What follows belongs to an exercise in optimizing a design on an open flow for small area; a production flow would make more cautious choices.
In this exercise RTL edits were held to simulation tests only and were not proved equivalent to the original.
No activity file was given, so power comes from the tool's default toggle rates. The flow treats the clock pin as an ideal source, which a real chip does not have.

## wip/delta
## calc_top
module calc_top (
    input  logic                         clk,
    input  logic                         rst,
    input  logic                         enable,
    input  logic [16-1:0]     switches,
    output calc_data_pkg::entry_prompt_e prompt,
    output calc_data_pkg::calc_word_t    result,
    output logic                         sign,
    output logic                         done
);
make LEC_CHECK=0 CAP_MARGIN=20 CORE_MARGIN=2 CORE_UTILIZATION=70 CTS_BUF_LIST=sky130_fd_sc_hd__clkbuf_8 CTS_CLUSTER_DIAMETER=60 CTS_CLUSTER_SIZE=20 SLEW_MARGIN=20 finish   # period 400.0 ns
run.sh (not shown) runs the stock make flow with config.mk's settings and CLKGATE_MAP_FILE= SYNTH_SCRIPT=/design/flow/synth_recipe.tcl, a recipe that flattens the netlist after the stock synthesis.
wip/delta ran to completion and came out clean on the timing, design-rule and antenna checks.
What wip/raven does differently from wip/delta at the input level:
- CTS_CLUSTER_SIZE no longer set, was 20
- ABC_AREA now 1, previously not set
- CTS_CLUSTER_DIAMETER no longer set, was 60
- CORE_UTILIZATION now 80, was 70
- CTS_BUF_LIST no longer set, was sky130_fd_sc_hd__clkbuf_8
==> flow/flow/run.sh (new file) <==
#!/bin/bash
# Standard layout with two changes: the port buffers use the smallest buffer
# cell, and clock tree synthesis uses clkbuf_8 leaf buffers without dummy loads.
set -euo pipefail
export BUFFER_PORTS_ARGS="-buffer_cell sky130_fd_sc_hd__buf_1"
export CTS_ARGS="-sink_clustering_enable -repair_clock_nets -buf_list sky130_fd_sc_hd__clkbuf_16 -sink_clustering_size 32 -sink_clustering_max_diameter 80 -dont_use_dummy_load"
bash standard.sh > standard_flow.log 2>&1
==> flow/standard.sh (new file) <==
#!/bin/bash
# synth_recipe.tcl (not shown) runs the flow's synth.tcl, then flattens the netlist and writes it again
# the make line also repeats each setting of config.mk as NAME=value (left out here)
make -C /OpenROAD-flow-scripts/flow DESIGN_CONFIG=/design/flow/config.mk WORK_HOME=/design/flow/orfs CLKGATE_MAP_FILE= SYNTH_SCRIPT=/design/flow/synth_recipe.tcl "${@:-finish}"
removed: flow/run.sh
wip/raven went all the way through synthesis, placement and routing and the layout is clean on timing, DRC and antenna. | finished layout cell area | higher: wip/delta |. Core utilization on wip/raven is up relative to wip/delta. Going from wip/delta to wip/raven, highest cell delay on the worst timing path picked up an extra 0.19 ns; standard cell area after detailed placement lost 4.0%; global-route usage picked up an extra 12 points; total power lost 0.0000025 W. [wip/raven vs wip/delta] area share of xor/xnor cells in the synthesized design: lower in wip/raven. Cmp wip/raven vs wip/delta: slew at the pin with the worst max-slew slack lower in wip/raven.
Setup changes, wip/raven to wip/ember
==> flow/flow/run.sh <==
#!/bin/bash
# The standard layout (standard.sh) with three changes:
#  - synthesis is synth_recipe.tcl unchanged except that its abc (logic
#    mapping) call uses the area-oriented script flow/area.abc
#  - the port buffers use the smallest buffer cell
#  - clock tree synthesis uses clkbuf_16 with larger sink clusters and no
#    dummy loads
set -euo pipefail
work=$PWD
cat > "$work/flow_synth.tcl" <<EOT
proc abc {args} {
  set i [lsearch -exact \$args -script]
  if {\$i >= 0} { lset args [expr {\$i + 1}] $work/flow/area.abc }
  yosys abc {*}\$args
}
source $work/synth_recipe.tcl
EOT
export BUFFER_PORTS_ARGS="-buffer_cell sky130_fd_sc_hd__buf_1"
export CTS_ARGS="-sink_clustering_enable -repair_clock_nets -buf_list sky130_fd_sc_hd__clkbuf_16 -sink_clustering_size 32 -sink_clustering_max_diameter 80 -dont_use_dummy_load"
bash standard.sh SYNTH_SCRIPT="$work/flow_synth.tcl" finish > standard_flow.log 2>&1
==> flow/flow/area.abc (new file) <==
strash
dc2
dch -f
amap
==> comparison <==
- wip/ember went all the way through synthesis, placement and routing and the layout is clean on timing, DRC and antenna.
- wip/ember vs wip/raven on maximum frequency: wip/ember is the lower one.
- Sort wip/ember and wip/raven by first-pass GRT wire length desc -> top: wip/ember
- The higher final layout net count of wip/ember and wip/raven is in wip/raven.
- Re count of fill cells added during filler insertion: wip/ember and wip/raven aren't equal, and the higher value belongs to wip/raven.
- wip/ember — share of the synthesized netlist area taken by xor and xnor gates 0.32 points lower, wip/raven as reference
- Diff wip/raven -> wip/ember | post-route clock period utilization | increase of 0.21 points
- Diff wip/raven -> wip/ember: worst slack at placement went down by 0.79 ns; wire length climbed about 4.6%; growth of design area from synthesis to finish shows an increase of 2.8 points.
The following lists how wip/juniper was set up differently from wip/ember:
==> flow/flow/run.sh <==
#!/bin/bash
# Standard layout with two changes: the port buffers use the smallest buffer
# cell, and clock tree synthesis uses clkbuf_16 buffers with larger sink clusters without dummy loads.
set -euo pipefail
export BUFFER_PORTS_ARGS="-buffer_cell sky130_fd_sc_hd__buf_1"
export CTS_ARGS="-sink_clustering_enable -repair_clock_nets -buf_list sky130_fd_sc_hd__clkbuf_16 -sink_clustering_size 40 -sink_clustering_max_diameter 50 -dont_use_dummy_load"
bash standard.sh > standard_flow.log 2>&1
removed: flow/flow/area.abc
## What came out
- Final HPWL from detailed placement for wip/juniper is higher than for wip/ember.
- Global routing usage on met3 ended up 4.1 points lower on wip/juniper than on wip/ember.
- wip/juniper ends up with higher worst setup slack for register-to-register paths than wip/ember does.
- Summary: with wip/ember as the reference, total vias in the final route in wip/juniper moved up by a few percent.
- Compared with wip/ember, post-layout instance area in wip/juniper increased by a few percent.
- wip/juniper ended up with a higher cell count after placement than wip/ember did.
- wip/ember → wip/juniper: switching fraction of total power about even; final hold slack rose 0.043 ns.
Input changes introduced in wip/lagoon (baseline for comparison: wip/juniper):
==> flow/flow/run.sh <==
#!/bin/bash
# The standard layout (standard.sh) with three changes:
#  - synthesis is synth_recipe.tcl unchanged except that its abc (logic
#    mapping) call uses the area-oriented script flow/area.abc
#  - the port buffers use the smallest buffer cell
#  - clock tree synthesis uses clkbuf_16 with larger sink clusters and no
#    dummy loads
set -euo pipefail
work=$PWD
cat > "$work/flow_synth.tcl" <<EOT
proc abc {args} {
  set i [lsearch -exact \$args -script]
  if {\$i >= 0} { lset args [expr {\$i + 1}] $work/flow/area.abc }
  yosys abc {*}\$args
}
source $work/synth_recipe.tcl
EOT
export BUFFER_PORTS_ARGS="-buffer_cell sky130_fd_sc_hd__buf_1"
export CTS_ARGS="-sink_clustering_enable -repair_clock_nets -buf_list sky130_fd_sc_hd__clkbuf_16 -sink_clustering_size 32 -sink_clustering_max_diameter 80 -dont_use_dummy_load"
bash standard.sh SYNTH_SCRIPT="$work/flow_synth.tcl" finish > standard_flow.log 2>&1
==> flow/flow/area.abc (new file) <==
strash
balance
rewrite
refactor
balance
rewrite
rewrite -z
balance
refactor -z
rewrite -z
balance
dch -f
amap -F 4 -A 10
Findings:
wip/juniper has a higher area of the die than wip/lagoon. For wip/lagoon, the dominant combinational cell family by area after synthesis was compound AO/OA/AOI/OAI gates, unlike wip/juniper, where it was simple AND/OR/NAND/NOR gates. Comparing the two runs side by side, wip/lagoon comes out behind wip/juniper on hold slack. Between wip/lagoon and wip/juniper, it is wip/lagoon whose instance count of the mapped netlist is lower, by 375. Relative to wip/juniper, period utilization decreased by 0.16 points in wip/lagoon. Comparing wip/lagoon and wip/juniper, the lower logic gate share of total power was measured on wip/juniper.

[static timing again, ports no longer ideal]
Ports are ideal in the flow. The routed layouts listed here were re-timed in OpenROAD.
Step 1 (the two cells are an assumption about what drives the block):
set clk [get_ports {clk}]
set_driving_cell -lib_cell sky130_fd_sc_hd__clkbuf_16 $clk
set_driving_cell -lib_cell sky130_fd_sc_hd__buf_2 [delete_from_list [all_inputs] $clk]
Step 2 times the ports against the registers' clock, not the clock port: input delays grow and output delays shrink by t, the midpoint of the rising clock arrivals with the driver on.
a / b / c = no drivers / after step 1 / after step 2; a / b = the first two.
| run | shift t [ns] | setup WS [ns] | hold slack, ns |
|---|---|---|---|
| wip/delta | 0.609 | 318.213 / 318.172 / 317.737 | 0.315 / 0.315 / 0.315 |
| wip/raven | 0.564 | 317.586 / 317.602 / 317.038 | 0.270 / 0.270 / 0.270 |
| wip/ember | 0.573 | 316.736 / 316.760 / 316.187 | 0.258 / 0.258 / 0.258 |
| wip/juniper | 0.573 | 317.327 / 317.348 / 316.775 | 0.301 / 0.301 / 0.301 |
| wip/lagoon | 0.573 | 317.952 / 317.982 / 317.409 | 0.273 / 0.273 / 0.273 |
After both steps every run listed still meets setup and hold. For wip/juniper, which loses most, drivers alone change the setup slack by +0.021 ns; drivers and shift together by -0.552 ns.
